Background: an optimization exercise with open tools, aiming at small area. Do not read the settings as production practice. Only simulation tests tie the RTL to the original design; equivalence was not proved. No activity file was given, so power comes from the tool's default toggle rates.

## flow/design.v

```verilog
package regfile_pkg;
  localparam int XLEN_DEF = 32;
  localparam int NREG_DEF = 32;
  localparam int NRP_DEF  = 2;
  localparam int AW_DEF   = $clog2(NREG_DEF);
  typedef logic [AW_DEF-1:0]   reg_addr_t;
  typedef logic [XLEN_DEF-1:0] xlen_t;
endpackage
module regfile_hold (
  input  logic d,
  input  logic q,
  input  logic wr,
  input  logic nwr,
  output logic nd
);
  assign nd = (d && wr) || (q && nwr);
endmodule
module regfile_aoi3 (
  input  logic [2:0] a,
  input  logic [2:0] s,
  output logic       yn
);
  assign yn = !((a[0] && s[0]) || (a[1] && s[1]) || (a[2] && s[2]));
endmodule
module regfile_sel
#(
  parameter int N = 32
) (
  input  logic [N-1:0] a,
  input  logic [N-1:0] s,
  output logic         y
);
  logic [9:0] yn;
  for (genvar k = 0; k < 10; k++) begin : g_a3
    regfile_aoi3 u_a3 (.a(a[3*k+2:3*k]), .s(s[3*k+2:3*k]), .yn(yn[k]));
  end
  if (N == 32) begin : g_32
    assign y = !(&yn) || (a[30] && s[30]) || (a[31] && s[31]);
  end else begin : g_31
    assign y = !(&yn) || (a[30] && s[30]);
  end
endmodule
module regfile_sb
#(
  parameter int XLEN   = regfile_pkg::XLEN_DEF,
  parameter int NREG   = regfile_pkg::NREG_DEF,
  parameter int NRP    = regfile_pkg::NRP_DEF,
  localparam int AW    = $clog2(NREG)
) (
  input  logic                     clk,
  input  logic                     reset,
  input  logic                     we,
  input  logic [AW-1:0]            waddr,
  input  logic [XLEN-1:0]          wdata,
  input  logic                     rsv_valid,
  input  logic [AW-1:0]            rsv_addr,
  input  logic [NRP-1:0]           rd_en,
  input  logic [NRP-1:0][AW-1:0]   raddr,
  output logic [NRP-1:0][XLEN-1:0] rdata,
  output logic [NRP-1:0]           rd_busy,
  output logic                     hazard,
  output logic [AW:0]              pend_cnt
);
  logic [XLEN-1:0] regs   [1:NREG-1];
  logic [XLEN-1:0] regs_d [1:NREG-1];
  logic [NREG-1:1] vld;       
  logic [NREG-1:1] bq;        
  logic [NREG-1:1] wsel;      
  logic [NREG-1:1] nwr;       
  logic [NREG-1:1] rsel;      
  logic [NREG-1:1] rdok;      
  logic [NREG-1:1] bqa;       
  logic            wlive;
  logic            waw;
  logic            rsv_ok;
  logic            wr_busy;   
  assign wlive = we && !reset;
  for (genvar r = 1; r < NREG; r++) begin : g_dec
    assign wsel[r] = we && (waddr == AW'(r));
    assign nwr[r]  = !wsel[r];
    assign rsel[r] = (rsv_addr == AW'(r));
    assign rdok[r] = vld[r] && nwr[r];
    assign bqa[r]  = bq[r] && nwr[r];
  end
  for (genvar r = 1; r < NREG; r++) begin : g_reg
    for (genvar b = 0; b < XLEN; b++) begin : g_b
      regfile_hold u_hold (
        .d (wdata[b]), .q (regs[r][b]), .wr (wsel[r]), .nwr (nwr[r]),
        .nd (regs_d[r][b])
      );
    end
    always_ff @(posedge clk)
      regs[r] <= regs_d[r];
    always_ff @(posedge clk or posedge reset)
      if (reset)        vld[r] <= 1'b0;
      else if (wsel[r]) vld[r] <= 1'b1;
  end
  for (genvar i = 0; i < NRP; i++) begin : g_rd
    logic [NREG-1:0] rdec;
    logic [NREG-1:0] sel;
    for (genvar r = 1; r < NREG; r++) begin : g_s
      assign rdec[r] = (raddr[i] == AW'(r));
      assign sel[r]  = rdec[r] && rdok[r];
    end
    assign rdec[0] = 1'b0;
    assign sel[0]  = wlive && (waddr == raddr[i]) && (raddr[i] != '0);
    for (genvar b = 0; b < XLEN; b++) begin : g_b
      logic [NREG-1:0] col;
      assign col[0] = wdata[b];
      for (genvar r = 1; r < NREG; r++) begin : g_c
        assign col[r] = regs[r][b];
      end
      regfile_sel #(.N(32)) u_sel (.a(col), .s(sel), .y(rdata[i][b]));
    end
    regfile_sel #(.N(31)) u_busy (.a(bqa), .s(rdec[NREG-1:1]), .y(rd_busy[i]));
  end
  logic waw_hit;
  regfile_sel #(.N(31)) u_waw (.a(bqa), .s(rsel), .y(waw_hit));
  regfile_sel #(.N(31)) u_wbusy (.a(bq), .s(wsel), .y(wr_busy));
  assign waw    = rsv_valid && waw_hit;
  assign hazard = (rd_en[0] && rd_busy[0]) || (rd_en[1] && rd_busy[1]) || waw;
  assign rsv_ok = rsv_valid && (rsv_addr != '0) && !hazard;
  for (genvar r = 1; r < NREG; r++) begin : g_busy
    always_ff @(posedge clk or posedge reset)
      if (reset) bq[r] <= 1'b0;
      else       bq[r] <= (rsv_ok && rsel[r]) || bqa[r];
  end
  always_ff @(posedge clk or posedge reset)
    if (reset)
      pend_cnt <= '0;
    else if (rsv_ok != wr_busy)
      pend_cnt <= rsv_ok ? pend_cnt + 1'b1 : pend_cnt - 1'b1;
endmodule
```

## flow/flow/run.sh

```bash
#!/bin/bash
# Own layout flow: the standard ORFS flow (standard.sh) with these changes:
#  - gates that synthesis sized up are set back to drive strength 1 after the
#    floorplan (flow/downsize.tcl); placement's repair then sizes what needs it,
#  - each port gets the smallest buffer instead of a delay-cell buffer,
#  - the clock tree uses small clock buffers in small clusters, without dummy loads.
# The full make output goes to flow_make.log; each ORFS step logs under orfs/logs/.
set -euo pipefail
here=$(cd "$(dirname "${BASH_SOURCE[0]}")" && pwd)
export POST_FLOORPLAN_TCL="$here/downsize.tcl"
export BUFFER_PORTS_ARGS="-buffer_cell sky130_fd_sc_hd__buf_1"
export CTS_ARGS="-sink_clustering_enable -repair_clock_nets -dont_use_dummy_load -buf_list sky130_fd_sc_hd__clkbuf_4 -sink_clustering_size 8 -sink_clustering_max_diameter 35"
bash standard.sh finish > flow_make.log 2>&1
```

## flow/flow/downsize.tcl

```tcl
# Set every combinational cell that synthesis sized up back to drive strength 1.
# Placement's repair_design then re-sizes or buffers whatever needs it, with real
# wire loads. Flip-flops and tap cells are left alone.
set n 0
foreach inst [[ord::get_db_block] getInsts] {
  set m [[$inst getMaster] getName]
  if {![regexp {^(sky130_fd_sc_hd__[a-z0-9]+)_([0-9]+)$} $m -> base drv]} { continue }
  if {$drv <= 1} { continue }
  if {[regexp {__(s?e?df|dl|tap|conb|lpflow)} $base]} { continue }
  set target ${base}_1
  if {[llength [get_lib_cells -quiet */$target]] == 0} { continue }
  replace_cell [$inst getName] $target
  incr n
}
puts "downsize: $n cells set to drive strength 1"
```

## flow/standard.sh

```bash
#!/bin/bash
# synth_recipe.tcl (not shown) runs the flow's synth.tcl, then flattens the netlist and writes it again
# the make line also repeats each setting of config.mk as NAME=value (left out here)
make -C /OpenROAD-flow-scripts/flow DESIGN_CONFIG=/design/flow/config.mk WORK_HOME=/design/flow/orfs CLKGATE_MAP_FILE= SYNTH_SCRIPT=/design/flow/synth_recipe.tcl "${@:-finish}"
```

## flow/config.mk

```make
export PLATFORM = sky130hd
export DESIGN_NAME = regfile_sb
export DESIGN_NICKNAME = regfile_sb
export VERILOG_FILES = /design/flow/design.v
export SDC_FILE = /design/flow/constraint.sdc
export NUM_CORES = 8
export LEC_CHECK = 0
export CAP_MARGIN = 0
export CORE_MARGIN = 2
export CORE_UTILIZATION = 40
export CTS_BUF_LIST = sky130_fd_sc_hd__clkbuf_4
export CTS_CLUSTER_DIAMETER = 40
export CTS_CLUSTER_SIZE = 10
export SLEW_MARGIN = 0
export SYNTH_HIERARCHICAL = 1
export SYNTH_MINIMUM_KEEP_SIZE = 0
```

## flow/constraint.sdc

```tcl
create_clock -name core_clock -period 10.0 [get_ports {clk}]
set_input_delay 2.0000 -clock core_clock [delete_from_list [all_inputs] [get_ports {clk}]]
set_output_delay 2.0000 -clock core_clock [all_outputs]
set_load 0.01 [all_outputs]
```

==> results.toml, run 1 <==
[worst_setup_path]
cp_max_fo = 37
worstPathRequired_ns = 8.00
path_class = "primary input to output port"
critPathCaptureType = "output port"
rr_startpoint = "bq[19]$_DFF_PP0_"
setup.worst_path.start = "waddr[3]"
crit_arrival_ns = 6.54
start_kind = "primary input"

[route]
vias_per_cell = 7.927
drtPass1Iterations = 12
route.detailed.drc = 0
num_vias = 42200
initialDrtViolationCount = 9943
routedWlPerCell_um = 38.29
wl_um = 203800
ant_nets = 0

[clock_network]
cts.path.max_buffers = 3
cts_tree = "done"
clkLatencyLatePin_ns = 1.11
cts_setup_buffers = 0
cts_buffers = 181
cts.sinks = 1060
htree_levels = 4
cts_resized = 0
hold_buffers = 0
cts_root_buf = "clkbuf_4"
clk_pin_slew_ns = 0.06

[timing]
relSlewSlack_pct = 14.37
finalSetupTns_ns = 0
clock.fmax_mhz = 117.1
finalMaxSlewViolations = 0
finalCriticalPeriod_ns = 8.540
rsz0062_at_grt = "false"
worst_slew_pin_slew_ns = 1.280
setup_viol = 0
fin_crit_sh_pct = 85.40
hold_viol = 0
fin_skew_ns = 0.04787

[synthesis]
async_reset_ff_share_pct = 6.415
yosysUniqueCellTypes = 35
yosysTopAreaCell = "dfxtp_1"
synth_common_cells = "a22o_1, dfxtp_1, a222oi_1"
ys_seq_area_share_pct = 51.35
synth_edf_count = 0
synth_ff_type = "dfxtp_1"
netlist.area_leader.share_pct = 47.29
syn_area_sq_um = 41990
ys_ff_latch = 1060
syn_inst = 3535
synth_area_leaders = "dfxtp_1, a22o_1, a222oi_1"
synth.most_common_cell = "a22o_1"
avgSynthCellArea_sq_um = 11.88
yosys_warnings = 10

[cells_and_area]
final_util_pct = 44.57
final_nets = 4004
stdcell_area_sq_um = 46260
layout.cells.non_filler = 5323
area_growth_pct = 10.18
drive_gt1_share_pct = 9.904

[pwr]
p_per_area_nw_per_um2 = 208.7
ir_drop_uv = 80.96
power.leakage_nw = 18.97

[global_routing]
first_global_vias = 40010
track_usage_pct = 36.16
grt_antenna_before_repair = 15
grt.overflow.total = 0
grt_pass1_wl_um = 285600
grt_max_degree = 50

[placed_design]
placedCellCount = 5137
dp.final_hpwl_um = 112000
globalplace.congestion = 0.9783
portBuffers = 130
placed_area_sq_um = 44890

[min_path]
hold_start = "vld[30]$_DFFE_PP0P_"
hp-class = "flip-flop to flip-flop"

[outcome]
status = "no timing/DRC/antenna violations"

[floorplan]
die_area_sq_um = 107600
pin_count = 131
start_util_pct = 40.46
die_h_um = 328
die_width_um = 328
fp-row-count = 118
core-area_sq_um = 103800

[flow_run]
cap_violations = 0
[worst max-delay path, stage by stage]
cell	delay, ns
buf_1	0.27
nor2b_1	0.72
nand2_2	0.93
and3_2	0.97
a222oi_1	0.47
nand4_1	0.26
or4_1	0.69
buf_1	0.19
[state kept, by name, summed over array words and instances (netlist names)]
signal and count:
vld 31, regs 992, bq 31, pend_cnt 6
[Yosys stat by module (local to each module, per instance), a selection]
module        cells  times used
regfile_aoi3      1         680
regfile_hold      1         992
regfile_sb     1527           1
[power by group]
part	internal (W)	total (W)	switching, W
combinational	0.000745	0.00151	0.000762
sequential	0.00510	0.00578	0.000686
clock	0.000823	0.00237	0.00154
total	0.00666	0.00966	0.00299
[per-layer routing]
layer	up-vias	global-route usage [%]	part of all wire [%]
li1	16880	-	-
met1	20400	45.91	37
met2	3891	51.60	41
met3	1020	13.50	16
met4	10	22.65	6.6
met5	-	0	0.028
[path summary, 6_finish.rpt]
check,endpoint,slack (ns),cells after the start
min,vld[30]$_DFFE_PP0P_,0.47,1
min in group asynchronous,pend_cnt[4]$_DFFE_PP0P_,0.90,2
max,rdata[3],1.46,8
min reg2reg,vld[30]$_DFFE_PP0P_,0.47,1
max reg2reg,pend_cnt[5]$_DFFE_PP0P_,5.80,12
max in group asynchronous,vld[29]$_DFFE_PP0P_,7.97,3
[per-stage QoR]
| stage | hold slack [ns] | power (W) | setup slack, ns |
|---|---|---|---|
| final | 0.4658 | 0.009656 | 1.460 |
| after global routing | 0.4870 | 0.01002 | 1.491 |
| after CTS | 0.4718 | 0.009576 | 1.752 |
| after global placement | 0.4491 | 0.007249 | 1.806 |
| after floorplan | 0.4346 | 0.006706 | 2.706 |
| after detailed placement | 0.4523 | 0.007283 | 1.775 |
[cells by family after synthesis]
logic type / Yosys count / share of synthesized area, %
and+or+nand+nor: 609 / 8.412
AOI/OAI and AO/OA: 1784 / 39.12
buffers and inverters: 60 / 0.5364
muxes: 2 / 0.04768
DFF: 1060 / 51.35
adders and majority gates: 6 / 0.1967
xor gates and xnor gates: 14 / 0.3367
[placed cells by master, fill, tap and decap left out, types with 2 or more instances in the layout]
cell type,instances
buf_4,114
nor2_1,106
nand3b_1,6
diode_2,5
o21ai_0,3
buf_1,117
xnor2_1,11
and2_1,33
clkinv_1,10
a21oi_1,5
a22o_1,1056
or3b_1,3
and3_2,42
or4_1,65
dfxtp_1,992
o21bai_1,31
nand2_2,26
clkbuf_4,181
nand2_1,101
nor3_1,6
and3_1,10
nand2b_1,38
inv_1,26
or3_1,2
clkbuf_2,13
dfrtp_1,68
nand4_1,139
xor2_1,3
a222oi_1,680
mux2i_1,2
or2_1,2
nand3_1,11
a2111o_1,4
nor2b_1,6
ha_1,5
a21o_1,2
inv_2,2
nor3_2,12
[layout make-up]
class / count / area (sq um)
fill: 9723 / 57530
timing repair buffer: 244 / 1360
clock buffer: 181 / 1359
antenna: 5 / 12.51
tap: 1380 / 1727
multi-input combinational: 2415 / 20100
sequential: 1060 / 21560
inverter: 38 / 142.6
==> run 2: changes to the inputs <==
--- a/flow/design.v
+++ b/flow/design.v
@@ -23,4 +23,11 @@
   assign yn = !((a[0] && s[0]) || (a[1] && s[1]) || (a[2] && s[2]));
 endmodule
+module regfile_aoi2 (
+  input  logic [1:0] a,
+  input  logic [1:0] s,
+  output logic       yn
+);
+  assign yn = !((a[0] && s[0]) || (a[1] && s[1]));
+endmodule
 module regfile_sel
 #(
@@ -36,5 +43,7 @@
   end
   if (N == 32) begin : g_32
-    assign y = !(&yn) || (a[30] && s[30]) || (a[31] && s[31]);
+    logic yn2;
+    regfile_aoi2 u_a2 (.a(a[31:30]), .s(s[31:30]), .yn(yn2));
+    assign y = !(&yn[3:0]) || !(&yn[7:4]) || !(yn[8] && yn[9] && yn2);
   end else begin : g_31
     assign y = !(&yn) || (a[30] && s[30]);
--- a/flow/flow/run.sh
+++ b/flow/flow/run.sh
@@ -10,4 +10,4 @@
 export POST_FLOORPLAN_TCL="$here/downsize.tcl"
 export BUFFER_PORTS_ARGS="-buffer_cell sky130_fd_sc_hd__buf_1"
-export CTS_ARGS="-sink_clustering_enable -repair_clock_nets -dont_use_dummy_load -buf_list sky130_fd_sc_hd__clkbuf_4 -sink_clustering_size 8 -sink_clustering_max_diameter 35"
+export CTS_ARGS="-sink_clustering_enable -repair_clock_nets -dont_use_dummy_load -buf_list sky130_fd_sc_hd__clkbuf_4 -sink_clustering_size 9 -sink_clustering_max_diameter 40"
 bash standard.sh finish > flow_make.log 2>&1
--- a/flow/config.mk
+++ b/flow/config.mk
@@ -6,5 +6,5 @@
 export NUM_CORES = 8
 export LEC_CHECK = 0
-export CAP_MARGIN = 0
+export CAP_MARGIN = 25
 export CORE_MARGIN = 2
 export CORE_UTILIZATION = 40
@@ -12,5 +12,5 @@
 export CTS_CLUSTER_DIAMETER = 40
 export CTS_CLUSTER_SIZE = 10
-export SLEW_MARGIN = 0
+export SLEW_MARGIN = 25
 export SYNTH_HIERARCHICAL = 1
 export SYNTH_MINIMUM_KEEP_SIZE = 0
==> results.toml, run 2 <==
[outcome]
status = "no timing/DRC/antenna violations"

[pwr]
p_sw_w = 0.002956
ir_drop_uv = 131.0
p_seq_share_pct = 60.9
swShare_pct = 31.07
p_int_w = 0.006557
clkPwrFrac_pct = 23.3
p_per_area_nw_per_um2 = 206.4
pwr-share-comb_pct = 15.8
power.leakage_nw = 18.57

[route]
drtPass1Iterations = 13
num_vias = 43250
vias_per_cell = 8.154
route.met2.wl_um = 79700
routed.top_layer = "met5"
initialDrtViolationCount = 11360
route.detailed.drc = 0
wl_um = 209400
wl_met1_um = 77740
ant_nets = 0
met3WireLength_um = 35760
routedWlPerCell_um = 39.49

[clock_network]
cts.path.max_buffers = 3
cts_resized = 0
cts_root_buf = "clkbuf_4"
hold_buffers = 0
cts_buffers = 156
cts_setup_buffers = 0
cts_tree = "done"
cts.sinks = 1060
clkLatencyLatePin_ns = 1.13
htree_levels = 4
clk_pin_slew_ns = 0.06

[synthesis]
ys_ff_latch = 1060
async_reset_ff_share_pct = 6.415
synth_fa_ha_area_share_pct = 0.1967
yosys_warnings = 10
ys_seq_area_share_pct = 51.35
synth_common_cells = "a22o_1, dfxtp_1, a222oi_1"
synth-simple-area-share_pct = 7.840
syn_inst = 3535
synth_ff_type = "dfxtp_1"
muxShareOfSynthArea_pct = 0.04768
avgSynthCellArea_sq_um = 11.88
syn_area_sq_um = 41990
yosysTopAreaCell = "dfxtp_1"
synth_top_family_by_area = "compound AO/OA/AOI/OAI gates"
synthXorXnorAreaFrac_pct = 0.3367
synth_edf_count = 0
synth_compound_area_share_pct = 39.70
yosysUniqueCellTypes = 36
netlist.area_leader.share_pct = 47.29
synth_area_leaders = "dfxtp_1, a22o_1, a222oi_1"

[cells_and_area]
largest_reg_flops = 992
n_fill_cell = 9735
layout.cells.non_filler = 5304
drive_gt1_share_pct = 10.12
final-seq-area_sq_um = 21560
area_growth_pct = 9.738
layout_common_cells = "a22o_1, dfxtp_1, a222oi_1"
multi_input_area_sq_um = 20080
largest_register = "regs"
final_util_pct = 44.40
top_regs = "regs: 992 flops, bq: 31 flops, vld: 31 flops"
final_nets = 3978

[floorplan]
core-area_sq_um = 103800
die_width_um = 328
start_util_pct = 40.46
fp-row-count = 118
die_area_sq_um = 107600
pin_count = 131
die_h_um = 328

[worst_setup_path]
worst-path-buf-inv = 2
critPathCaptureType = "output port"
critical_path.top_delay_family = "simple AND/OR/NAND/NOR gates"
crit_arrival_ns = 6.43
critPathMostFrequentCell = "buf_1"
start_kind = "primary input"
path_class = "primary input to output port"
cp_max_fo = 37
crit_path_cell_trace = "buf_1, nor2b_1, nand2_2, and3_2, a222oi_1, nand4_1, or3_1, buf_1"
slowest_delay_ns = 0.87
worstPathRequired_ns = 8.00
slowest_stage = "and3_2"

[placed_design]
dp.final_hpwl_um = 112000
placedCellCount = 5136
globalplace.congestion = 0.9640
portBuffers = 130

[timing]
fin_skew_ns = 0.09623
worst_slew_pin_slew_ns = 1.277
clock.fmax_mhz = 118.6
relSlewSlack_pct = 14.86
hold_viol = 0
finalSetupTns_ns = 0
hold_ws_ns = 0.4696
rsz0062_at_grt = "false"
finalMaxSlewViolations = 0
setup_viol = 0
finalCriticalPeriod_ns = 8.429
fin_crit_sh_pct = 84.29

[global_routing]
track_usage_pct = 37.11
grt_antenna_before_repair = 8
grt.overflow.total = 0
first_global_vias = 40270
grt_max_degree = 41
grt_pass1_wl_um = 293700

[min_path]
hp-class = "flip-flop to flip-flop"

[flow_run]
cap_violations = 0
==> run 2: stage by stage <==
step	power (W)	instance area (sq um)	worst slack, ns
after detailed placement	0.007279	44850	1.858
after global routing	0.009862	46050	1.550
after CTS	0.009418	46020	1.850
after floorplan	0.006685	41990	1.366
after global placement	0.007237	44840	1.820
final	0.009513	46080	1.571
==> run 2: path summary, 6_finish.rpt <==
kind	from	end	slack [ns]	cells after the start
min in group asynchronous	reset	vld[28]$_DFFE_PP0P_	0.94	2
max in group asynchronous	reset	bq[19]$_DFF_PP0_	7.95	3
worst max register to register	bq[19]$_DFF_PP0_	pend_cnt[5]$_DFFE_PP0P_	5.90	12
worst min register to register	vld[19]$_DFFE_PP0P_	vld[19]$_DFFE_PP0P_	0.47	1
worst min-delay path	vld[19]$_DFFE_PP0P_	vld[19]$_DFFE_PP0P_	0.47	1
worst max-delay path	waddr[2]	rdata[29]	1.57	8
==> run 2: modules after synthesis, one instance, submodules excluded, a selection <==
module,cells,cell area (sq um),flops+latches
regfile_aoi2,1,12.51,0
regfile_aoi3,1,10.01,0
regfile_hold,1,8.758,0
regfile_sb,1527,24060,1060
==> run 2: routing by layer <==
layer	vias up	GRT usage, %
li1	16860	-
met5	-	1.508
met3	933	16.46
met2	4535	48.89
met4	4	24.35
met1	20920	48.32
==> run 2: cell families (layout without fill, tap and decap cells) <==
| logic type | after synthesis | count (layout) |
|---|---|---|
| other cells | 0 | 12 |
| fa+ha+maj | 6 | 6 |
| simple gates | 609 | 609 |
| compound gates | 1784 | 1784 |
| mux | 2 | 2 |
| xor+xnor | 14 | 14 |
| buf+inv | 60 | 437 |
| flops | 1060 | 1060 |
==> run 2: cell type report <==
class,count,area share (%)
sequential,1060,46.79
multi-input combinational,2415,43.57
tap,1380,3.747
timing repair buffer,243,2.968
clock buffer,156,2.542
inverter,38,0.3150
antenna,12,0.06517
==> run 2: power by group through the flow <==
stage	registers, W	logic (W)	clock network [W]
3_3_place_gp	0.00583	0.00141	0
5_1_grt	0.00589	0.00160	0.00238
2_1_floorplan	0.00567	0.00101	0
3_5_place_dp	0.00582	0.00146	0
6_report	0.00579	0.00150	0.00222
4_1_cts	0.00575	0.00146	0.00221
==> run 2: worst reg2reg max path, delay by kind of cell, from the launching register on <==
kind                     cells  cell delay (ns)
flip-flops                   1             0.37
AO/OA/AOI/OAI                6             2.20
AND/OR/NAND/NOR              3             0.55
multiplexers                 1             0.25
adder cells (fa/ha/maj)      1             0.51
XOR/XNOR                     1             0.14
==> run 3: changes to the inputs <==
--- a/flow/design.v
+++ b/flow/design.v
@@ -49,4 +49,23 @@
     assign y = !(&yn) || (a[30] && s[30]);
   end
+endmodule
+module regfile_lookup (
+  input  logic [31:0] d,
+  input  logic [7:0]  lo,
+  input  logic [3:0]  hi,
+  output logic        y
+);
+  logic [3:0] t;
+  for (genvar g = 0; g < 4; g++) begin : g_grp
+    logic [2:0] yn;
+    regfile_aoi3 u_a0 (.a(d[8*g+2:8*g]),   .s(lo[2:0]), .yn(yn[0]));
+    regfile_aoi3 u_a1 (.a(d[8*g+5:8*g+3]), .s(lo[5:3]), .yn(yn[1]));
+    regfile_aoi2 u_a2 (.a(d[8*g+7:8*g+6]), .s(lo[7:6]), .yn(yn[2]));
+    assign t[g] = !(&yn);
+  end
+  logic [1:0] un;
+  regfile_aoi2 u_b0 (.a(t[1:0]), .s(hi[1:0]), .yn(un[0]));
+  regfile_aoi2 u_b1 (.a(t[3:2]), .s(hi[3:2]), .yn(un[1]));
+  assign y = !(&un);
 endmodule
 module regfile_sb
@@ -122,5 +141,13 @@
       regfile_sel #(.N(32)) u_sel (.a(col), .s(sel), .y(rdata[i][b]));
     end
-    regfile_sel #(.N(31)) u_busy (.a(bqa), .s(rdec[NREG-1:1]), .y(rd_busy[i]));
+    logic [7:0] lo;
+    logic [3:0] hi;
+    for (genvar k = 0; k < 8; k++) begin : g_lo
+      assign lo[k] = (raddr[i][2:0] == 3'(k));
+    end
+    for (genvar g = 0; g < 4; g++) begin : g_hi
+      assign hi[g] = (raddr[i][4:3] == 2'(g));
+    end
+    regfile_lookup u_busy (.d({bqa, 1'b0}), .lo(lo), .hi(hi), .y(rd_busy[i]));
   end
   logic waw_hit;
==> results.toml, run 3 <==
[outcome]
status = "no timing/DRC/antenna violations"

[clock_network]
clk_pin_slew_ns = 0.07
cts_buffers = 157
cts.sinks = 1060
hold_buffers = 0
htree_levels = 4
clkLatencyLatePin_ns = 1.07
cts_tree = "done"
cts_resized = 0
cts.path.max_buffers = 3
cts_setup_buffers = 0
cts_root_buf = "clkbuf_4"

[pwr]
p_sw_w = 0.002993
clkPwrFrac_pct = 23.2
ir_drop_uv = 137.4
pwr-share-comb_pct = 16.3
p_int_w = 0.006569
p_per_area_nw_per_um2 = 205.5
swShare_pct = 31.30
p_seq_share_pct = 60.5
power.leakage_nw = 18.85

[min_path]
hold_start = "vld[21]$_DFFE_PP0P_"
hp-class = "flip-flop to flip-flop"

[worst_setup_path]
setup.worst_path.start = "waddr[0]"
critPathCaptureType = "output port"
start_kind = "primary input"
path_class = "primary input to output port"
cp_max_fo = 34
worstPathRequired_ns = 8.00
crit_arrival_ns = 6.09
rr_startpoint = "bq[13]$_DFF_PP0_"

[placed_design]
portBuffers = 130
globalplace.congestion = 0.9113
placed_area_sq_um = 45320
dp.final_hpwl_um = 119700

[cells_and_area]
final_nets = 4021
layout_common_cells = "a22o_1, dfxtp_1, a222oi_1"
largest_reg_flops = 992
n_fill_cell = 9684
largest_register = "regs"
top_regs = "regs: 992 flops, bq: 31 flops, vld: 31 flops"
stdcell_area_sq_um = 46520
area_growth_pct = 10.79
drive_gt1_share_pct = 11.23
final_util_pct = 44.82

[synthesis]
synth-simple-area-share_pct = 7.399
syn_area_sq_um = 41990
yosysTopAreaCell = "dfxtp_1"
synth_ff_type = "dfxtp_1"
avgSynthCellArea_sq_um = 11.89
yosysUniqueCellTypes = 36
netlist.area_leader.share_pct = 47.30
muxShareOfSynthArea_pct = 0.04768
synth_area_leaders = "dfxtp_1, a22o_1, a222oi_1"
synth_edf_count = 0
synth_top_family_by_area = "compound AO/OA/AOI/OAI gates"
synth_fa_ha_area_share_pct = 0.1967
synth_compound_area_share_pct = 39.91
async_reset_ff_share_pct = 6.415
yosys_warnings = 10
synthXorXnorAreaFrac_pct = 0.3367
synth_common_cells = "a22o_1, dfxtp_1, a222oi_1"
ys_seq_area_share_pct = 51.35
ys_ff_latch = 1060
syn_inst = 3532

[floorplan]
die_h_um = 328.0
fp-row-count = 118
die_area_sq_um = 107600
start_util_pct = 40.45
die_width_um = 328.0
pin_count = 131
core-area_sq_um = 103800

[timing]
relSlewSlack_pct = 22.65
setup_viol = 0
worst_slew_pin_slew_ns = 1.154
rsz0062_at_grt = "false"
fin_skew_ns = 0.04758
finalMaxSlewViolations = 0
hold_viol = 0
finalSetupTns_ns = 0
clock.fmax_mhz = 123.6
finalCriticalPeriod_ns = 8.090
fin_crit_sh_pct = 80.90
hold_ws_ns = 0.4691

[route]
initialDrtViolationCount = 10420
wl_um = 209000
vias_per_cell = 7.988
ant_nets = 0
drtPass1Iterations = 15
routedWlPerCell_um = 39.13
route.detailed.drc = 0
num_vias = 42670

[global_routing]
grt_max_degree = 69
grt_antenna_before_repair = 10
grt.overflow.total = 0
track_usage_pct = 37.22
grt_pass1_wl_um = 293700
first_global_vias = 39940

[flow_run]
cap_violations = 0
==> run 3: changes by cell type after synthesis, sizes merged, moves of 5 or more <==
cell,change
nand3,+8
and3,-52
and2,-5
nor2,-62
nor2b,+5
a22oi,+12
inv,+24
nand2,+24
nand2b,-5
nor3,+50
or2,+5
==> run 3: layout make-up <==
type / count / area (sq um) / area share (%)
inverter: 62 / 232.7 / 0.5003
multi-input combinational: 2389 / 20090 / 43.19
clock buffer: 157 / 1179 / 2.534
antenna: 7 / 17.52 / 0.03766
tap: 1380 / 1727 / 3.712
sequential: 1060 / 21560 / 46.35
timing repair buffer: 287 / 1709 / 3.674
==> run 3: cells by family (layout without fill, tap and decap cells) <==
logic type,Yosys count,after routing
AOI/OAI and AO/OA,1790,1790
DFF,1060,1060
and+or+nand+nor,575,575
buffers and inverters,84,506
xor gates and xnor gates,14,14
adders and majority gates,6,6
muxes,2,2
other,1,9
==> run 3: metrics by stage <==
stage | total power, W | setup WS, ns | instances
2_1_floorplan | 0.006710 | 1.513 | 3533
3_3_place_gp | 0.007299 | 2.053 | 5178
3_5_place_dp | 0.007344 | 2.056 | 5178
4_1_cts | 0.009474 | 2.046 | 5335
5_1_grt | 0.009915 | 1.738 | 5339
6_report | 0.009561 | 1.910 | 5342
==> run 3: routing by layer <==
layer | track usage, % | part of all wire [%] | vias to the layer above
li1 | - | - | 16910
met1 | 48.99 | 37 | 20580
met2 | 50.29 | 39 | 4295
met3 | 14.55 | 17 | 877
met4 | 23.58 | 7.4 | 13
met5 | 1.109 | 0.11 | -
==> run 3: final timing paths <==
kind	end	slack, ns	depth (start not counted)
min reg2reg	vld[21]$_DFFE_PP0P_	0.47	1
min in group asynchronous	vld[12]$_DFFE_PP0P_	1.08	3
max in group asynchronous	vld[15]$_DFFE_PP0P_	8.39	3
max	rdata[9]	1.91	10
max reg2reg	pend_cnt[5]$_DFFE_PP0P_	6.11	12
min	vld[21]$_DFFE_PP0P_	0.47	1
==> run 3: Yosys stat by module, one instance, submodules excluded, a selection <==
module          cell area, sq um  copies in the design  flops+latches  cells
regfile_hold               8.758                   992              0      1
regfile_sb                 23960                     1           1060   1514
regfile_aoi2               12.51                    76              0      1
regfile_aoi3               10.01                   676              0      1
regfile_lookup             23.77                     2              0      5
==> run 3: power by group through the flow <==
stage          Combinational, W  Sequential [W]  Clock [W]
5_1_grt                 0.00166         0.00588    0.00238
3_5_place_dp            0.00152         0.00583          0
6_report                0.00156         0.00579    0.00221
4_1_cts                 0.00152         0.00575    0.00221
2_1_floorplan           0.00104         0.00567          0
3_3_place_gp            0.00147         0.00583          0
==> run 3: worst max-delay path, cell delays in order <==
cell	delay, ns
buf_1	0.27
nor2b_1	0.72
nand2_2	0.76
nand2_1	0.36
nor3_2	0.06
buf_4	0.33
a222oi_1	0.35
nand4_1	0.49
or3_1	0.57
buf_1	0.15
==> run 4: changes to the inputs <==
--- a/flow/design.v
+++ b/flow/design.v
@@ -92,4 +92,5 @@
   logic [XLEN-1:0] regs   [1:NREG-1];
   logic [XLEN-1:0] regs_d [1:NREG-1];
+  logic            run;       
   logic [NREG-1:1] vld;       
   logic [NREG-1:1] bq;        
@@ -104,10 +105,13 @@
   logic            wr_busy;   
   assign wlive = we && !reset;
+  always_ff @(posedge clk or posedge reset)
+    if (reset) run <= 1'b0;
+    else       run <= 1'b1;
   for (genvar r = 1; r < NREG; r++) begin : g_dec
-    assign wsel[r] = we && (waddr == AW'(r));
+    assign wsel[r] = wlive && (waddr == AW'(r));
     assign nwr[r]  = !wsel[r];
     assign rsel[r] = (rsv_addr == AW'(r));
-    assign rdok[r] = vld[r] && nwr[r];
-    assign bqa[r]  = bq[r] && nwr[r];
+    assign rdok[r] = vld[r] && run && nwr[r];
+    assign bqa[r]  = bq[r] && run && nwr[r];
   end
   for (genvar r = 1; r < NREG; r++) begin : g_reg
@@ -120,7 +124,6 @@
     always_ff @(posedge clk)
       regs[r] <= regs_d[r];
-    always_ff @(posedge clk or posedge reset)
-      if (reset)        vld[r] <= 1'b0;
-      else if (wsel[r]) vld[r] <= 1'b1;
+    always_ff @(posedge clk)
+      vld[r] <= wsel[r] || (vld[r] && run);
   end
   for (genvar i = 0; i < NRP; i++) begin : g_rd
@@ -152,18 +155,21 @@
   end
   logic waw_hit;
+  logic wr_hit;
+  logic [AW:0] cnt;
   regfile_sel #(.N(31)) u_waw (.a(bqa), .s(rsel), .y(waw_hit));
-  regfile_sel #(.N(31)) u_wbusy (.a(bq), .s(wsel), .y(wr_busy));
-  assign waw    = rsv_valid && waw_hit;
-  assign hazard = (rd_en[0] && rd_busy[0]) || (rd_en[1] && rd_busy[1]) || waw;
-  assign rsv_ok = rsv_valid && (rsv_addr != '0) && !hazard;
+  regfile_sel #(.N(31)) u_wbusy (.a(bq), .s(wsel), .y(wr_hit));
+  assign wr_busy = wr_hit && run;
+  assign waw     = rsv_valid && waw_hit;
+  assign hazard  = (rd_en[0] && rd_busy[0]) || (rd_en[1] && rd_busy[1]) || waw;
+  assign rsv_ok  = rsv_valid && (rsv_addr != '0) && !hazard && !reset;
   for (genvar r = 1; r < NREG; r++) begin : g_busy
-    always_ff @(posedge clk or posedge reset)
-      if (reset) bq[r] <= 1'b0;
-      else       bq[r] <= (rsv_ok && rsel[r]) || bqa[r];
+    always_ff @(posedge clk)
+      bq[r] <= (rsv_ok && rsel[r]) || bqa[r];
   end
-  always_ff @(posedge clk or posedge reset)
-    if (reset)
-      pend_cnt <= '0;
-    else if (rsv_ok != wr_busy)
-      pend_cnt <= rsv_ok ? pend_cnt + 1'b1 : pend_cnt - 1'b1;
+  assign pend_cnt = cnt & {(AW+1){run}};
+  always_ff @(posedge clk)
+    if (rsv_ok != wr_busy)
+      cnt <= rsv_ok ? pend_cnt + 1'b1 : pend_cnt - 1'b1;
+    else
+      cnt <= pend_cnt;
 endmodule
==> results.toml, run 4 <==
[clock_network]
cts.sinks = 1061
cts_setup_buffers = 0
cts_root_buf = "clkbuf_4"
cts_tree = "done"
clk_pin_slew_ns = 0.04
htree_levels = 4
cts_buffers = 158
cts.path.max_buffers = 3
cts_resized = 0
hold_buffers = 0
clkLatencyLatePin_ns = 1.02

[cells_and_area]
layout.cells.non_filler = 5377
final_util_pct = 44.75
final_nets = 4052
area_growth_pct = 10.95
n_fill_cell = 9716
top_regs = "regs: 992 flops, bq: 31 flops, vld: 31 flops"
drive_gt1_share_pct = 11.44
largest_reg_flops = 992
final_common_cell = "dfxtp_1"
layout_common_cells = "dfxtp_1, a22o_1, a222oi_1"
largest_register = "regs"

[global_routing]
grt_antenna_before_repair = 11
grt_pass1_wl_um = 280900
grt_max_degree = 46
first_global_vias = 39630
grt.overflow.total = 0
track_usage_pct = 35.41

[floorplan]
core-area_sq_um = 103600
start_util_pct = 40.33
fp-row-count = 118
die_width_um = 327.3
die_h_um = 327.3
pin_count = 131
die_area_sq_um = 107100

[worst_setup_path]
worstPathRequired_ns = 8.00
rr_startpoint = "run$_DFF_PP0_"
reg2reg_setup_slack_ns = 5.39
start_kind = "primary input"
path_class = "primary input to output port"
slowest_delay_ns = 1.00
crit_arrival_ns = 6.32
slowest_stage = "clkinv_2"
cp_max_fo = 37
reg2regPathDepth = 15
critPathCaptureType = "output port"
r2r_end = "cnt[5]$_DFF_P_"
crit_path_cell_trace = "buf_1, nor3_1, nand2_2, buf_4, clkinv_2, nor4_2, buf_4, a222oi_1, nand4_1, or3_1, buf_1"

[flow_run]
cap_violations = 0

[timing]
fin_crit_sh_pct = 83.23
finalCriticalPeriod_ns = 8.323
hold_viol = 0
hold_ws_ns = 0.4956
worst_slew_pin_slew_ns = 1.199
relSlewSlack_pct = 20.06
finalMaxSlewViolations = 0
fin_ws_ns = 1.677
clock.fmax_mhz = 120.1
fin_skew_ns = 0.08145
rsz0062_at_grt = "false"
setup_viol = 0

[route]
routedWlPerCell_um = 37.06
num_vias = 42290
route.detailed.drc = 0
drtPass1Iterations = 15
wl_um = 199300
initialDrtViolationCount = 9971
ant_nets = 0
vias_per_cell = 7.865

[placed_design]
portBuffers = 130
pre_cts_ws_ns = 1.875
dp.final_hpwl_um = 111500
placedCellCount = 5208
globalplace.congestion = 0.9436

[synthesis]
syn_area_sq_um = 41800
avgSynthCellArea_sq_um = 11.69
synth_edf_count = 0
yosys_warnings = 10
yosysUniqueCellTypes = 43
synth_common_cells = "dfxtp_1, a22o_1, a222oi_1"
synth.most_common_cell = "dfxtp_1"
synth_ff_type = "dfxtp_1"
ys_seq_area_share_pct = 50.83
yosysTopAreaCell = "dfxtp_1"
ys_ff_latch = 1061
netlist.area_leader.share_pct = 50.77
syn_inst = 3576
async_reset_ff_share_pct = 0.09425
synth_area_leaders = "dfxtp_1, a22o_1, a222oi_1"

[pwr]
power.leakage_nw = 18.06
p_per_area_nw_per_um2 = 175.4
ir_drop_uv = 85.55

[min_path]
hold_start = "regs[10][5]$_DFF_P_"
whs_path_depth = 1
hp-class = "flip-flop to flip-flop"
hold_end = "regs[10][5]$_DFF_P_"

[outcome]
status = "no timing/DRC/antenna violations"
-- run 4: changes by cell type after synthesis, moves of 5 or more --
cell / previous run / this run
nand2_1: 87 / 139
o22ai_1: 0 / 27
nand2b_1: 33 / 8
inv_1: 62 / 57
nor2_1: 44 / 70
clkbuf_1: 22 / 29
dfxtp_1: 992 / 1060
and3_1: 0 / 8
nor3_1: 68 / 5
o21bai_1: 31 / 0
nor4_1: 0 / 65
dfrtp_1: 68 / 1
and2_1: 28 / 9
or2_2: 7 / 2
-- run 4: area by class of cell --
| type | count | area, sq um | share of cell area, % |
|---|---|---|---|
| repair buffers | 286 | 1717 | 3.702 |
| diodes | 10 | 25.02 | 0.05396 |
| flip-flops and latches | 1061 | 21250 | 45.81 |
| inverters | 57 | 215.2 | 0.4640 |
| well taps | 1380 | 1727 | 3.723 |
| clock buffers | 158 | 1186 | 2.558 |
| multi-input cells | 2425 | 20260 | 43.69 |
-- run 4: how the worst max path moves through the flow --
stage | to | slack, ns | from
CTS | rdata[46] | 1.88 | reset
global placement | rdata[14] | 1.92 | we
floorplan | rdata[0] | -0.03 | waddr[4]
global route | hazard | 1.67 | reset
finish | rdata[39] | 1.68 | waddr[0]
detailed placement | rdata[46] | 1.88 | reset
-- run 4: power by group --
group          internal [W]  switching [W]
clock network      0.000723        0.00148
registers           0.00478       0.000440
logic              0.000400       0.000303
total               0.00591        0.00222
-- run 4: per-stage QoR --
step	area (sq um)	power, W	TNS, ns
6_report	46380	0.008132	0
5_1_grt	46360	0.008433	0
4_1_cts	46320	0.008113	0
3_5_place_dp	45140	0.005974	0
3_3_place_gp	45140	0.005945	0
2_1_floorplan	41810	0.005698	-1.957
-- run 4: worst max-delay path: cells and delay by family --
kind | cells | cell delay (ns)
buffers and inverters | 5 | 2.72
AO/OA/AOI/OAI | 1 | 0.20
AND/OR/NAND/NOR | 5 | 1.35
-- run 4: Yosys stat by module (local to each module, per instance), a selection --
module / flops+latches / cells / times used
regfile_aoi2: 0 / 1 / 76
regfile_aoi3: 0 / 1 / 676
regfile_hold: 0 / 1 / 992
regfile_lookup: 0 / 5 / 2
regfile_sb: 1061 / 1558 / 1
-- run 4: kinds of logic after synthesis --
kind of cell    after synthesis  share of synthesized area (%)
mux                           3                        0.09580
simple gates                610                          7.678
compound gates             1790                          40.03
fa+ha+maj                     5                         0.1676
xor+xnor                     14                         0.3383
buf+inv                      91                         0.8412
flops                      1061                          50.83
other cells                   2                        0.01797
-- run 4: metal layers --
layer / GRT usage, % / part of all wire (%) / wire, um / vias to the layer above
met5: 0.5324 / 0.033 / 65 / -
met4: 20.96 / 6.2 / 12450 / 8
met3: 12.98 / 16 / 31340 / 675
met2: 48.21 / 40 / 79650 / 3942
met1: 47.47 / 38 / 75790 / 20550
li1: - / - / - / 17110
==> run 5: changes to the inputs <==
--- a/flow/design.v
+++ b/flow/design.v
@@ -15,4 +15,12 @@
 );
   assign nd = (d && wr) || (q && nwr);
+endmodule
+module regfile_and3 (
+  input  logic a,
+  input  logic b,
+  input  logic c,
+  output logic y
+);
+  assign y = a && b && c;
 endmodule
 module regfile_aoi3 (
@@ -128,11 +136,16 @@
   end
   for (genvar i = 0; i < NRP; i++) begin : g_rd
-    logic [NREG-1:0] rdec;
     logic [NREG-1:0] sel;
+    logic [7:0]      lo;      
+    logic [3:0]      hi;      
+    for (genvar k = 0; k < 8; k++) begin : g_lo
+      assign lo[k] = (raddr[i][2:0] == 3'(k));
+    end
+    for (genvar g = 0; g < 4; g++) begin : g_hi
+      assign hi[g] = (raddr[i][4:3] == 2'(g));
+    end
     for (genvar r = 1; r < NREG; r++) begin : g_s
-      assign rdec[r] = (raddr[i] == AW'(r));
-      assign sel[r]  = rdec[r] && rdok[r];
+      regfile_and3 u_s (.a(hi[r/8]), .b(lo[r%8]), .c(rdok[r]), .y(sel[r]));
     end
-    assign rdec[0] = 1'b0;
     assign sel[0]  = wlive && (waddr == raddr[i]) && (raddr[i] != '0);
     for (genvar b = 0; b < XLEN; b++) begin : g_b
@@ -143,12 +156,4 @@
       end
       regfile_sel #(.N(32)) u_sel (.a(col), .s(sel), .y(rdata[i][b]));
-    end
-    logic [7:0] lo;
-    logic [3:0] hi;
-    for (genvar k = 0; k < 8; k++) begin : g_lo
-      assign lo[k] = (raddr[i][2:0] == 3'(k));
-    end
-    for (genvar g = 0; g < 4; g++) begin : g_hi
-      assign hi[g] = (raddr[i][4:3] == 2'(g));
     end
     regfile_lookup u_busy (.d({bqa, 1'b0}), .lo(lo), .hi(hi), .y(rd_busy[i]));
==> results.toml, run 5 <==
[timing]
finalCriticalPeriod_ns = 8.410
fin_crit_sh_pct = 84.10
finalSetupTns_ns = 0
worst_slew_pin_slew_ns = 1.227
fin_skew_ns = 0.07645
fin_ws_ns = 1.590
finalMaxSlewViolations = 0
hold_viol = 0
hold_ws_ns = 0.4530
setup_viol = 0
clock.fmax_mhz = 118.9
relSlewSlack_pct = 18.17
rsz0062_at_grt = "false"

[floorplan]
fp-row-count = 118
die_width_um = 327.5
pin_count = 131
die_area_sq_um = 107300
start_util_pct = 40.40
core-area_sq_um = 103600
die_h_um = 327.5

[global_routing]
grt_max_degree = 47
grt.overflow.total = 0
track_usage_pct = 36.61
grt_pass1_wl_um = 288800
grt_antenna_before_repair = 19
first_global_vias = 39550

[cells_and_area]
top_regs = "regs: 992 flops, bq: 31 flops, vld: 31 flops"
layout_common_cells = "dfxtp_1, a22o_1, a222oi_1"
largest_register = "regs"
final_nets = 4023
final_util_pct = 44.31
n_fill_cell = 9800
drive_gt1_share_pct = 10.41
largest_reg_flops = 992
area_growth_pct = 9.691
final_common_cell = "dfxtp_1"
stdcell_area_sq_um = 45930

[synthesis]
netlist.area_leader.share_pct = 50.68
yosys_warnings = 10
ys_seq_area_share_pct = 50.74
yosysUniqueCellTypes = 42
synth_area_leaders = "dfxtp_1, a22o_1, a222oi_1"
avgSynthCellArea_sq_um = 11.69
synth_edf_count = 0
synth_ff_type = "dfxtp_1"
yosysTopAreaCell = "dfxtp_1"
syn_area_sq_um = 41870
ys_ff_latch = 1061
synth.most_common_cell = "dfxtp_1"
syn_inst = 3581
synth_common_cells = "dfxtp_1, a22o_1, a222oi_1"
async_reset_ff_share_pct = 0.09425

[clock_network]
cts_buffers = 155
clk_pin_slew_ns = 0.06
htree_levels = 4
cts_setup_buffers = 0
cts_tree = "done"
cts_root_buf = "clkbuf_4"
clkLatencyLatePin_ns = 1.12
hold_buffers = 0
cts.path.max_buffers = 3
cts.sinks = 1061
cts_resized = 0

[worst_setup_path]
slowest_stage = "nand2_2"
worstPathRequired_ns = 8.00
cp_max_fo = 34
worst-path-buf-inv = 3
start_kind = "primary input"
path_class = "primary input to output port"
critical_path.top_delay_family = "simple AND/OR/NAND/NOR gates"
crit_path_cell_trace = "buf_1, nor2b_1, nand2b_1, nor2_1, nand2_2, inv_2, nor2_1, and3_2, a222oi_1, nand4_1, or3_1, buf_1"
critPathCaptureType = "output port"
slowest_delay_ns = 0.71
crit_arrival_ns = 6.41

[route]
route.detailed.drc = 0
met3WireLength_um = 34220
ant_nets = 0
num_vias = 43020
wl_met1_um = 78070
vias_per_cell = 8.037
drtPass1Iterations = 22
wl_um = 206200
routed.top_layer = "met5"
route.met2.wl_um = 80420
routedWlPerCell_um = 38.53
initialDrtViolationCount = 11050

[min_path]
hp-class = "flip-flop to flip-flop"

[placed_design]
placed_area_sq_um = 44660
globalplace.congestion = 0.9519
dp.final_hpwl_um = 111600
pre_cts_ws_ns = 1.892
portBuffers = 130

[pwr]
power.leakage_nw = 18.09
ir_drop_uv = 93.46
p_per_area_nw_per_um2 = 177.1

[outcome]
status = "no timing/DRC/antenna violations"

[flow_run]
cap_violations = 0
## run 5: cell count changes in the layout (fill, tap and decap cells not counted), moves of 14 or more
| cell | previous run | this run |
|---|---|---|
| nor4_2 | 64 | 2 |
| inv_2 | 29 | 15 |
| and3_2 | 0 | 51 |
| nor2_1 | 70 | 88 |
| inv_1 | 26 | 6 |
| buf_4 | 153 | 118 |
## run 5: metrics by stage
stage	total power [W]	instances
after floorplan	0.005696	3582
after CTS	0.008091	5337
final	0.008133	5353
after global routing	0.008432	5345
after detailed placement	0.005980	5182
after global placement	0.005950	5180
## run 5: worst register-to-register path, cell delays in order (launching register included)
cell	delay [ns]
dfrtp_2	0.68
buf_4	0.42
and2_1	0.24
and2_1	0.19
a222oi_1	0.38
nand3_1	0.22
a22oi_1	0.23
nand2_1	0.13
a22oi_1	0.33
o2111ai_1	0.45
ha_1	0.45
a31o_1	0.21
a21oi_1	0.22
o21ai_0	0.16
mux2i_1	0.20
xnor2_1	0.13
## run 5: cells by family after synthesis
family          count (synthesis)  synth area share, %
fa+ha+maj                       5               0.1674
simple gates                  630                7.874
flops                        1061                50.74
buf+inv                        63               0.5887
other cells                     2              0.01794
compound gates               1803                40.18
mux                             3              0.09563
xor+xnor                       14               0.3377
## run 5: path summary, 6_finish.rpt
check | from | endpoint | slack (ns) | depth (start not counted)
setup / recovery | we | rdata[7] | 1.59 | 12
min in group asynchronous | reset | run$_DFF_PP0_ | 0.81 | 2
setup reg to reg | run$_DFF_PP0_ | cnt[5]$_DFF_P_ | 5.31 | 15
hold / removal | vld[20]$_DFF_P_ | vld[20]$_DFF_P_ | 0.45 | 2
hold reg to reg | vld[20]$_DFF_P_ | vld[20]$_DFF_P_ | 0.45 | 2
max in group asynchronous | reset | run$_DFF_PP0_ | 9.08 | 2
## run 5: per-module statistics from Yosys (local to each module, per instance), excerpt
module | cells | cell area [sq um] | times used
regfile_lookup | 5 | 23.77 | 2
regfile_aoi3 | 1 | 10.01 | 676
regfile_sb | 1501 | 23450 | 1
regfile_and3 | 1 | 6.256 | 62
regfile_hold | 1 | 8.758 | 992
regfile_aoi2 | 1 | 12.51 | 76
## run 5: cell type report
type	count	area [sq um]	area share, %
Antenna cell	15	37.54	0.08173
Inverter	33	123.9	0.2697
Clock buffer	155	1164	2.534
Multi-Input combinational cell	2458	20160	43.91
Timing Repair Buffer	251	1464	3.187
Sequential cell	1061	21250	46.26
Tap cell	1380	1727	3.760
## run 5: power breakdown
group          internal, W  switching [W]  leakage [nW]
sequential         0.00478       0.000452          8.74
combinational     0.000400       0.000302          8.64
clock             0.000710        0.00148         0.713
total              0.00590        0.00224          18.1
## run 5: layer usage
| metal | up-vias | track usage [%] |
|---|---|---|
| met5 | - | 0.3106 |
| li1 | 17060 | - |
| met1 | 20800 | 48.63 |
| met2 | 4323 | 48.87 |
| met4 | 12 | 21.98 |
| met3 | 835 | 15.17 |
==> run 6: changes to the inputs <==
--- a/flow/design.v
+++ b/flow/design.v
@@ -105,5 +105,4 @@
   logic [NREG-1:1] wsel;      
   logic [NREG-1:1] nwr;       
-  logic [NREG-1:1] rsel;      
   logic [NREG-1:1] rdok;      
   logic [NREG-1:1] bqa;       
@@ -119,5 +118,4 @@
     assign wsel[r] = wlive && (waddr == AW'(r));
     assign nwr[r]  = !wsel[r];
-    assign rsel[r] = (rsv_addr == AW'(r));
     assign rdok[r] = vld[r] && run && nwr[r];
     assign bqa[r]  = bq[r] && run && nwr[r];
@@ -162,5 +160,13 @@
   logic wr_hit;
   logic [AW:0] cnt;
-  regfile_sel #(.N(31)) u_waw (.a(bqa), .s(rsel), .y(waw_hit));
+  logic [7:0] rlo;            
+  logic [3:0] rhi;            
+  for (genvar k = 0; k < 8; k++) begin : g_rlo
+    assign rlo[k] = (rsv_addr[2:0] == 3'(k));
+  end
+  for (genvar g = 0; g < 4; g++) begin : g_rhi
+    assign rhi[g] = (rsv_addr[4:3] == 2'(g));
+  end
+  regfile_lookup u_waw (.d({bqa, 1'b0}), .lo(rlo), .hi(rhi), .y(waw_hit));
   regfile_sel #(.N(31)) u_wbusy (.a(bq), .s(wsel), .y(wr_hit));
   assign wr_busy = wr_hit && run;
@@ -170,5 +176,5 @@
   for (genvar r = 1; r < NREG; r++) begin : g_busy
     always_ff @(posedge clk)
-      bq[r] <= (rsv_ok && rsel[r]) || bqa[r];
+      bq[r] <= (rsv_ok && rhi[r/8] && rlo[r%8]) || bqa[r];
   end
   assign pend_cnt = cnt & {(AW+1){run}};
==> results.toml, run 6 <==
[cells_and_area]
drive_gt1_share_pct = 10.81
largest_register = "regs"
layout_common_cells = "dfxtp_1, a22o_1, a222oi_1"
final_common_cell = "dfxtp_1"
largest_reg_flops = 992
n_fill_cell = 9739
top_regs = "regs: 992 flops, bq: 31 flops, vld: 31 flops"
final_nets = 3997
area_growth_pct = 9.842

[timing]
finalCriticalPeriod_ns = 8.479
fin_ws_ns = 1.521
fin_crit_sh_pct = 84.79
clock.fmax_mhz = 117.9
relSlewSlack_pct = 22.52
setup_viol = 0
finalMaxSlewViolations = 0
rsz0062_at_grt = "false"
hold_viol = 0
worst_slew_pin_slew_ns = 1.162
finalSetupTns_ns = 0
fin_skew_ns = 0.06474
hold_ws_ns = 0.4502

[clock_network]
htree_levels = 4
cts.sinks = 1061
cts_buffers = 153
cts_resized = 0
clkLatencyLatePin_ns = 1.06
cts_root_buf = "clkbuf_4"
clk_pin_slew_ns = 0.06
cts_setup_buffers = 0
hold_buffers = 0
cts.path.max_buffers = 3
cts_tree = "done"

[worst_setup_path]
path_class = "primary input to output port"
start_kind = "primary input"
cp_max_fo = 36
crit_arrival_ns = 6.48
critPathCaptureType = "output port"
worstPathRequired_ns = 8.00

[route]
initialDrtViolationCount = 9608
route.detailed.drc = 0
ant_nets = 0
routedWlPerCell_um = 37.86
drtPass1Iterations = 15
num_vias = 42470
vias_per_cell = 7.976
wl_um = 201600

[pwr]
p_sw_w = 0.002272
p_seq_share_pct = 64.6
p_per_area_nw_per_um2 = 178.0
pwr-share-comb_pct = 8.8
clkPwrFrac_pct = 26.6
power.leakage_nw = 18.14
swShare_pct = 27.84
p_int_w = 0.005890
ir_drop_uv = 101.1

[global_routing]
track_usage_pct = 35.96
grt_max_degree = 51
first_global_vias = 40020
grt.overflow.total = 0
grt_pass1_wl_um = 286100
grt_antenna_before_repair = 12

[floorplan]
start_util_pct = 40.34
die_area_sq_um = 107000
pin_count = 131
die_h_um = 327.1
die_width_um = 327.1
fp-row-count = 118
core-area_sq_um = 103500

[synthesis]
ys_ff_latch = 1061
ys_seq_area_share_pct = 50.89
synthXorXnorAreaFrac_pct = 0.3537
yosys_warnings = 10
avgSynthCellArea_sq_um = 11.81
synth-simple-area-share_pct = 7.493
synth_fa_ha_area_share_pct = 0.1678
synth_compound_area_share_pct = 40.51
syn_inst = 3535
synth_top_family_by_area = "compound AO/OA/AOI/OAI gates"
syn_area_sq_um = 41750
synth_area_leaders = "dfxtp_1, a22o_1, a222oi_1"
netlist.area_leader.share_pct = 50.83
async_reset_ff_share_pct = 0.09425
synth_edf_count = 0
yosysUniqueCellTypes = 40
synth.most_common_cell = "dfxtp_1"
muxShareOfSynthArea_pct = 0.04795
synth_ff_type = "dfxtp_1"
yosysTopAreaCell = "dfxtp_1"
synth_common_cells = "dfxtp_1, a22o_1, a222oi_1"

[flow_run]
cap_violations = 0

[outcome]
status = "no timing/DRC/antenna violations"

[placed_design]
dp.final_hpwl_um = 119700
globalplace.congestion = 0.9941
portBuffers = 130
pre_cts_ws_ns = 1.841

[min_path]
hp-class = "flip-flop to flip-flop"
run 6: cell types whose count changed in the layout (fill, tap and decap cells not counted), moves of 3 or more:
| cell | before | now |
|---|---|---|
| nand2_1 | 101 | 95 |
| nor3_1 | 7 | 4 |
| a22oi_1 | 77 | 83 |
| nand4_1 | 134 | 131 |
| and3_2 | 51 | 61 |
| and3_4 | 11 | 1 |
| nor3b_1 | 6 | 9 |
| and3_1 | 18 | 21 |
| a31o_1 | 8 | 1 |
| buf_4 | 118 | 132 |
| a32o_1 | 5 | 15 |
| nor2_1 | 88 | 46 |
| nand3b_1 | 0 | 3 |
run 6: worst max-delay path, cell delays in order:
cell and delay (ns):
buf_1 0.29, nand2_1 0.13, nor2_1 0.47, nand2_2 0.08
buf_4 0.29, inv_2 0.67, nor2_1 0.17, and3_2 0.57
a222oi_1 0.63, nand4_1 0.46, or3_1 0.52, buf_1 0.15
run 6: path summary, 6_finish.rpt:
path / cells after the start / start / end / slack [ns]
worst max-delay path: 12 / waddr[4] / rdata[48] / 1.52
worst min-delay path: 2 / vld[31]$_DFF_P_ / vld[31]$_DFF_P_ / 0.45
worst max register to register: 16 / run$_DFF_PP0_ / cnt[5]$_DFF_P_ / 5.29
worst min register to register: 2 / vld[31]$_DFF_P_ / vld[31]$_DFF_P_ / 0.45
max in group asynchronous: 2 / reset / run$_DFF_PP0_ / 9.10
min in group asynchronous: 2 / reset / run$_DFF_PP0_ / 0.79
run 6: layout make-up:
cell class | instances | area (sq um) | area share, %
flip-flops and latches | 1061 | 21250 | 46.33
inverters | 37 | 138.9 | 0.3029
multi-input cells | 2418 | 20030 | 43.69
diodes | 13 | 32.53 | 0.07094
clock buffers | 153 | 1149 | 2.505
well taps | 1380 | 1727 | 3.765
repair buffers | 263 | 1530 | 3.337
run 6: kinds of logic (layout without fill, tap and decap cells):
kind of cell,Yosys count,count (layout)
fa+ha+maj,5,5
simple gates,580,580
compound gates,1811,1811
flops,1061,1061
xor+xnor,16,16
buf+inv,58,453
other cells,2,17
mux,2,2
run 6: per-module statistics from Yosys, one instance, submodules excluded, a selection:
module          flip-flops and latches  cell area, sq um
regfile_sb                        1061             23280
regfile_aoi2                         0             12.51
regfile_hold                         0             8.758
regfile_lookup                       0             23.77
regfile_and3                         0             6.256
regfile_aoi3                         0             10.01
run 6: through the flow:
step / total power, W / util [%] / cells / cell area (sq um)
6_report: 0.008162 / 44.31 / 5325 / 45860
3_3_place_gp: 0.006005 / 43.16 / 5159 / 44670
3_5_place_dp: 0.006030 / 43.16 / 5159 / 44670
2_1_floorplan: 0.005692 / - / 3537 / 41760
5_1_grt: 0.008449 / 44.28 / 5314 / 45830
4_1_cts: 0.008119 / 44.27 / 5312 / 45820
run 6: metal layers:
layer / track usage (%) / up-vias / share of wire [%]
met5: 0 / - / 0.023
met4: 24.83 / 4 / 7.8
met3: 11.58 / 879 / 14
met2: 51.26 / 4056 / 41
met1: 46.00 / 20540 / 37
li1: - / 16990 / -
run 6: power groups by stage:
stage / registers (W) / clock network [W] / logic (W)
floorplan: 0.00520 / 0 / 0.000496
global placement: 0.00533 / 0 / 0.000671
detailed placement: 0.00533 / 0 / 0.000698
CTS: 0.00525 / 0.00218 / 0.000698
global route: 0.00533 / 0.00235 / 0.000768
finish: 0.00528 / 0.00217 / 0.000715

-- afterwards: timing with drivers on the ports --
The results above use ideal ports. As a check the final layouts listed here were re-extracted and re-timed, cells and wires unchanged.
Step 1 assumes that a clkbuf_16 drives the clock port and a buf_2 every other input.
Step 2 also shifts input and output timing later by t, the mid clock arrival at the registers, as if the neighbouring blocks saw the same clock.
Three values: no drivers, after step 1, after step 2; two values: the first two.
run	t (ns)	setup WS [ns]	latest minus earliest clock arrival (ns)	slew at the worst register clock pin (ns)
run 1	1.163	1.460 / 1.436 / 1.436	0.171 / 0.171	0.10 / 0.10
run 2	1.179	1.571 / 1.542 / 1.542	0.140 / 0.140	0.11 / 0.11
run 3	1.151	1.910 / 1.884 / 1.884	0.144 / 0.144	0.11 / 0.11
run 4	1.079	1.677 / 1.655 / 1.655	0.145 / 0.145	0.11 / 0.11
run 5	1.151	1.590 / 1.567 / 1.567	0.127 / 0.127	0.11 / 0.11
run 6	1.130	1.521 / 1.497 / 1.498	0.132 / 0.132	0.11 / 0.11
After both steps every run listed still meets setup and hold. The setup slack of run 2, which loses most, moves by -0.029 ns with the drivers and by -0.029 ns with both steps.
